This design comes from an exercise in tuning for small area and a short achievable clock period on the open sky130 flow, not from production work.
RTL that was checked went through simulation tests only; none was proved equivalent to the original.
Power and IR drop assume default switching activity.

==> v27 <==
==> flow/design.v (excerpt) <==
module matrix_mul
#(
  parameter int N  = matrix_mul_pkg::N,
  parameter int DW = matrix_mul_pkg::DW,
  parameter int OW = matrix_mul_pkg::OW
) (
  input  logic              clk,
  input  logic              rst_n,
  input  logic              in_valid,
  input  logic [N*N*DW-1:0] a_i,
  input  logic [N*N*DW-1:0] b_i,
  output logic              out_valid,
  output logic [N*N*OW-1:0] y_o
);
export LEC_CHECK = 0
export CAP_MARGIN = 20
export CORE_MARGIN = 2
export CORE_UTILIZATION = 68
export CTS_CLUSTER_DIAMETER = 100
export CTS_CLUSTER_SIZE = 24
export SETUP_SLACK_MARGIN = 3.25
export SLEW_MARGIN = 20
export SYNTH_HIERARCHICAL = 1
export SYNTH_MINIMUM_KEEP_SIZE = 0
create_clock -name core_clock -period 5.5 [get_ports {clk}]
standard.sh (not shown) runs the stock make flow with config.mk's settings and CLKGATE_MAP_FILE= SYNTH_SCRIPT=/design/flow/synth_recipe.tcl, a recipe that flattens the netlist after the stock synthesis.
==> flow/flow/run.sh <==
#!/bin/bash
# The standard layout (standard.sh), with the port buffers chosen here instead
# of buffer_ports' default cell (a slow delay buffer): buf_2 on the outputs, placed
# with the rest at global placement, and buf_4 on the inputs (each drives 16
# gates), added right after global placement so that the timing-driven placer's
# remove_buffers does not take them out again.
# Each tool's full output goes to standard.log in this folder.
export BUFFER_PORTS_ARGS="-outputs -buffer_cell sky130_fd_sc_hd__buf_2"
export POST_GLOBAL_PLACE_TCL=$PWD/flow/inbuf.tcl
bash standard.sh > standard.log 2>&1
==> flow/flow/inbuf.tcl <==
# Buffer every input port (the standard flow buffers them at global placement,
# where this flow buffers only the outputs, with a smaller cell).
buffer_ports -inputs -buffer_cell sky130_fd_sc_hd__buf_4
==> v33: changes against v27 <==
CORE_UTILIZATION = 72   (was 68)
==> v8: changes against v27 <==
==> flow/flow/run.sh (replaced) <==
#!/bin/bash
# The standard layout (standard.sh), except that the port buffers that
# buffer_ports inserts are buf_4 instead of the default cell (a slow delay buffer).
# Each tool's full output goes to standard.log in this folder.
export BUFFER_PORTS_ARGS="-buffer_cell sky130_fd_sc_hd__buf_4"
bash standard.sh > standard.log 2>&1
removed: flow/flow/inbuf.tcl
==> v12: changes against v27 <==
CORE_UTILIZATION = 62   (was 68)
==> comparison <==
- Global-route usage: v8 > v27 > v33 > v12.
- Via count: v12 < v33 < v8 < v27.
- Clock-buffer cell count is the same in v33 and v27.
- Synthesized cell count is the same in v8 and v27.
- Final area is about the same in v27 and v33.
- In synthesized area, v27 and v33 do not differ.
- Between v12 and v8, the lower worst hold slack is in v12 (gap 2.3 ps).
- Of v12 and v8, v12 has the higher clock skew (gap 3.1 ps).
- Sequential power is about the same in v8 and v33.
==> figures <==
Outcome: v27 complete, no violations; v12 complete, no violations; v8 complete, no violations; v33 complete, no violations
Worst r2r dst: v27 g_row[2].g_col[3].y_q[8]$_DFF_P_; v12 g_row[0].g_col[0].y_q[9]$_DFF_P_; v8 g_row[1].g_col[0].y_q[9]$_DFF_P_; v33 g_row[1].g_col[2].u_dot.r217$_DFF_P_
Detailed placement HPWL: v27 76.81 mm; v12 75.63 mm; v8 79.68 mm; v33 74.37 mm
Crit path kind: v27 register to output port; v12 input port to register; v8 register to output port; v33 register to output port
Worst IR Drop VDD: v27 0.0003359 V; v12 0.0003023 V; v8 0.0003106 V; v33 0.0003411 V
Ratio of cells with drive above 1 in the final layout: v27 0.09493; v12 0.09891; v8 0.09627; v33 0.09680
Worst Max-Slew Pin Slew: v27 609.8 ps; v12 575.6 ps; v8 655.6 ps; v33 -
Met3 routed wirelength: v27 15.69 mm; v12 13.10 mm; v8 14.69 mm; v33 13.78 mm
Antenna cells: v27 3; v12 0; v8 2; v33 1
Final-layout non-clock buffer area share: v27 0.03836; v12 0.03844; v8 0.04654; v33 0.03881
Critical path peak fanout: v27 1; v12 16; v8 1; v33 1
CP Depth: v27 1; v12 4; v8 1; v33 1
Switching Share: v27 0.3465; v12 0.3388; v8 0.3479; v33 0.3402
First-pass GRT wire length: v27 172.8 mm; v12 171.2 mm; v8 174.5 mm; v33 164.2 mm
Capturing instance or port of the critical path: v27 y_o[39]; v12 g_row[0].g_col[3].u_dot.r136$_DFF_P_; v8 y_o[87]; v33 y_o[131]
Post-layout utilization of the core: v27 0.7362; v12 0.6687; v8 0.7426; v33 0.7742
Arrival time at the worst endpoint: v27 1130 ps; v12 2710 ps; v8 1120 ps; v33 1130 ps
P&R area growth vs syn: v27 6.804%; v12 7.110%; v8 7.738%; v33 6.672%
R2r startpoint: v27 g_row[2].g_col[3].u_dot.r215$_DFF_P_; v12 g_row[0].g_col[0].u_dot.r215$_DFF_P_; v8 g_row[1].g_col[0].u_dot.r215$_DFF_P_; v33 g_row[1].g_col[2].u_dot.r151$_DFF_P_
Number of cell rows: v27 92; v12 97; v8 92; v33 90

========
==> inputs of run B <==
Another version of the RTL of matrix_mul (not shown whole).
Settings: LEC_CHECK=0, CAP_MARGIN=20, CORE_MARGIN=2, CORE_UTILIZATION=40, SETUP_SLACK_MARGIN=3.15, SLEW_MARGIN=20, SYNTH_HIERARCHICAL=1, SYNTH_MINIMUM_KEEP_SIZE=0; clock period 5.5 ns.
==> flow/flow/run.sh <==
#!/bin/bash
# The standard layout (standard.sh), except that the port buffers that
# buffer_ports inserts are buf_4 instead of the default cell (a slow delay buffer).
# Each tool's full output goes to standard.log in this folder.
export BUFFER_PORTS_ARGS="-buffer_cell sky130_fd_sc_hd__buf_4"
bash standard.sh > standard.log 2>&1
==> inputs of run C, as changes to run B <==
--- a/flow/design.v
+++ b/flow/design.v
@@ -242,34 +242,34 @@
   logic r220;
   logic r221;
   logic r222;
   logic r223;
   logic s224, c225;
-  matrix_mul_xnor2 u_s224 (.a(r215), .b(r216), .y(s224));
+  matrix_mul_xor2 u_s224 (.a(r215), .b(r216), .y(s224));
   matrix_mul_or2 u_c225 (.a(r215), .b(r216), .y(c225));
   logic s226, c227;
   matrix_mul_fa u_s226 (.a(r217), .b(r218), .c(r219), .s(s226), .co(c227));
   logic s228, c229;
-  matrix_mul_xnor2 u_s228 (.a(c225), .b(s226), .y(s228));
+  matrix_mul_xor2 u_s228 (.a(c225), .b(s226), .y(s228));
   matrix_mul_or2 u_c229 (.a(c225), .b(s226), .y(c229));
   logic s230, c231;
   matrix_mul_fa u_s230 (.a(r220), .b(c227), .c(c229), .s(s230), .co(c231));
   logic s232, c233;
   matrix_mul_fa u_s232 (.a(r221), .b(r222), .c(r223), .s(s232), .co(c233));
   logic s234, c235;
-  matrix_mul_xnor2 u_s234 (.a(s232), .b(c231), .y(s234));
+  matrix_mul_xor2 u_s234 (.a(s232), .b(c231), .y(s234));
   matrix_mul_or2 u_c235 (.a(s232), .b(c231), .y(c235));
   wire x236 = c233 ^ c235;
   assign dot_o[0] = ~r210;
   assign dot_o[1] = ~r211;
   assign dot_o[2] = ~r212;
   assign dot_o[3] = ~r213;
   assign dot_o[4] = ~r214;
-  assign dot_o[5] = ~s224;
-  assign dot_o[6] = ~s228;
+  assign dot_o[5] = s224;
+  assign dot_o[6] = s228;
   assign dot_o[7] = ~s230;
-  assign dot_o[8] = ~s234;
+  assign dot_o[8] = s234;
   assign dot_o[9] = x236;
   always_ff @(posedge clk) begin
     r131 <= s67;
     r132 <= s69;
     r133 <= s71;
@@ -328,10 +328,13 @@
   assign co = a & b;
 endmodule
 module matrix_mul_xnor2 (input logic a, b, output logic y);
   assign y = ~(a ^ b);
 endmodule
+module matrix_mul_xor2 (input logic a, b, output logic y);
+  assign y = a ^ b;
+endmodule
 module matrix_mul_or2 (input logic a, b, output logic y);
   assign y = a | b;
 endmodule
 module matrix_mul
 #(
==> flow/flow/run.sh (replaced) <==
#!/bin/bash
# The standard layout (standard.sh), with the port buffers that buffer_ports
# inserts chosen here instead of its default cell (a slow delay buffer): buf_4 on
# the inputs (each drives 16 gates), buf_2 on the outputs.
# Each tool's full output goes to standard.log in this folder.
cat > inbuf.tcl <<'EOT'
buffer_ports -inputs -buffer_cell sky130_fd_sc_hd__buf_4
EOT
export PRE_GLOBAL_PLACE_TCL=$PWD/inbuf.tcl
export BUFFER_PORTS_ARGS="-outputs -buffer_cell sky130_fd_sc_hd__buf_2"
bash standard.sh > standard.log 2>&1
--- a/flow/config.mk
+++ b/flow/config.mk
@@ -5,10 +5,12 @@
 export SDC_FILE = /design/flow/constraint.sdc
 export NUM_CORES = 4
 export LEC_CHECK = 0
 export CAP_MARGIN = 20
 export CORE_MARGIN = 2
-export CORE_UTILIZATION = 40
-export SETUP_SLACK_MARGIN = 3.15
+export CORE_UTILIZATION = 68
+export CTS_CLUSTER_DIAMETER = 100
+export CTS_CLUSTER_SIZE = 24
+export SETUP_SLACK_MARGIN = 3.25
 export SLEW_MARGIN = 20
 export SYNTH_HIERARCHICAL = 1
 export SYNTH_MINIMUM_KEEP_SIZE = 0
==> inputs of run H, as changes to run B <==
--- a/flow/config.mk
+++ b/flow/config.mk
@@ -6,9 +6,9 @@
 export NUM_CORES = 4
 export LEC_CHECK = 0
 export CAP_MARGIN = 20
 export CORE_MARGIN = 2
 export CORE_UTILIZATION = 40
-export SETUP_SLACK_MARGIN = 3.15
+export SETUP_SLACK_MARGIN = 3.25
 export SLEW_MARGIN = 20
 export SYNTH_HIERARCHICAL = 1
 export SYNTH_MINIMUM_KEEP_SIZE = 0
==> reports/results.ini <==
[yosys]
synthTopCellsByCount=1024 x nand2_1, 912 x dfxtp_1, 848 x fa_1

[cells_and_area]
regArea_mm2=0.01844
seq_share_pct=36.63
multi_input_area_share_pct=47.19

[floorplan]
die_y_um=331.3
coreArea_mm2=0.1066

[clocking]
ctsResizeCount=168

[power]
p_switching_mw=8.086

[status]
status=timing/DRC/antenna clean

the above is filed under run H

==> reports/results.ini <==
[status]
status=timing/DRC/antenna clean

[critical_path]
required_ns=6.00

[cells_and_area]
seq_share_pct=40.37
clockBufferCount=47
multi_input_area_share_pct=52.14

[power]
p_int_mw=13.87
p_switching_mw=6.636

[floorplan]
die_y_um=255.5
coreArea_mm2=0.06285

[clocking]
ctsResizeCount=43

[yosys]
synth_compound_gate_area_share_pct=0
synth-edff-count=0
synthTopCellsByCount=1024 x nand2_1, 912 x dfxtp_1, 848 x fa_1

[detailed_routing]
wire_per_inst_um=24.05

the above is filed under run C

==> reports/results.ini <==
[status]
status=timing/DRC/antenna clean

[cells_and_area]
multi_input_area_share_pct=47.17
regArea_mm2=0.01834
seq_share_pct=36.68

[power]
p_switching_mw=8.359

[clocking]
ctsResizeCount=6

[placement]
place.gp.congestion=0.7937

[yosys]
synth_compound_gate_area_share_pct=0
synth_top_family_by_area=adder cells

[floorplan]
rows=120
coreArea_mm2=0.1066
die_y_um=331.3

[timing]
hold_viol_final=0

the above is filed under run B

Function not checked in run B and run H: the RTL went through the layout flow alone.

re-timing with driven ports:
No port has a modelled driver above. Below, the same layouts with a new extraction and two added sets of constraints. Step 1: set_driving_cell puts a clkbuf_16 on clk and a buf_2 on each other input, an assumption about the parent block. Step 2 also shifts input and output timing later by t, the mid clock arrival at the registers, as if the neighbouring blocks saw the same clock. a / b / c = no drivers / after step 1 / after step 2; a / b = the first two.
| run | t, ns | setup WS [ns] | worst hold slack (ns) | worst setup path after step 2 | worst register clock-pin slew, ns |
|---|---|---|---|---|---|
| v27 | 0.678 | 3.273 / 3.209 / 2.662 | 0.242 / 0.204 / 0.335 | input to register | 0.10 / 0.10 |
| v33 | 0.680 | 3.273 / 3.211 / 2.731 | 0.245 / 0.208 / 0.333 | input to register | 0.10 / 0.10 |
| v8 | 0.665 | 3.280 / 3.216 / 2.672 | 0.260 / 0.225 / 0.336 | input to register | 0.10 / 0.10 |
| v12 | 0.677 | 3.278 / 3.225 / 2.632 | 0.257 / 0.218 / 0.334 | input to register | 0.10 / 0.10 |
| run B | 0.744 | 3.137 / 3.135 / 2.683 | 0.207 / 0.174 / 0.324 | input to register | 0.06 / 0.06 |
| run C | 0.675 | 3.226 / 3.219 / 2.595 | 0.164 / 0.130 / 0.332 | input to register | 0.10 / 0.10 |
| run H | 0.744 | 3.213 / 3.150 / 2.747 | 0.192 / 0.147 / 0.304 | input to register | 0.06 / 0.06 |
After both steps setup and hold are still met in every run listed. For v12, which loses most, drivers alone change the setup slack by -0.053 ns; drivers and shift together by -0.646 ns.
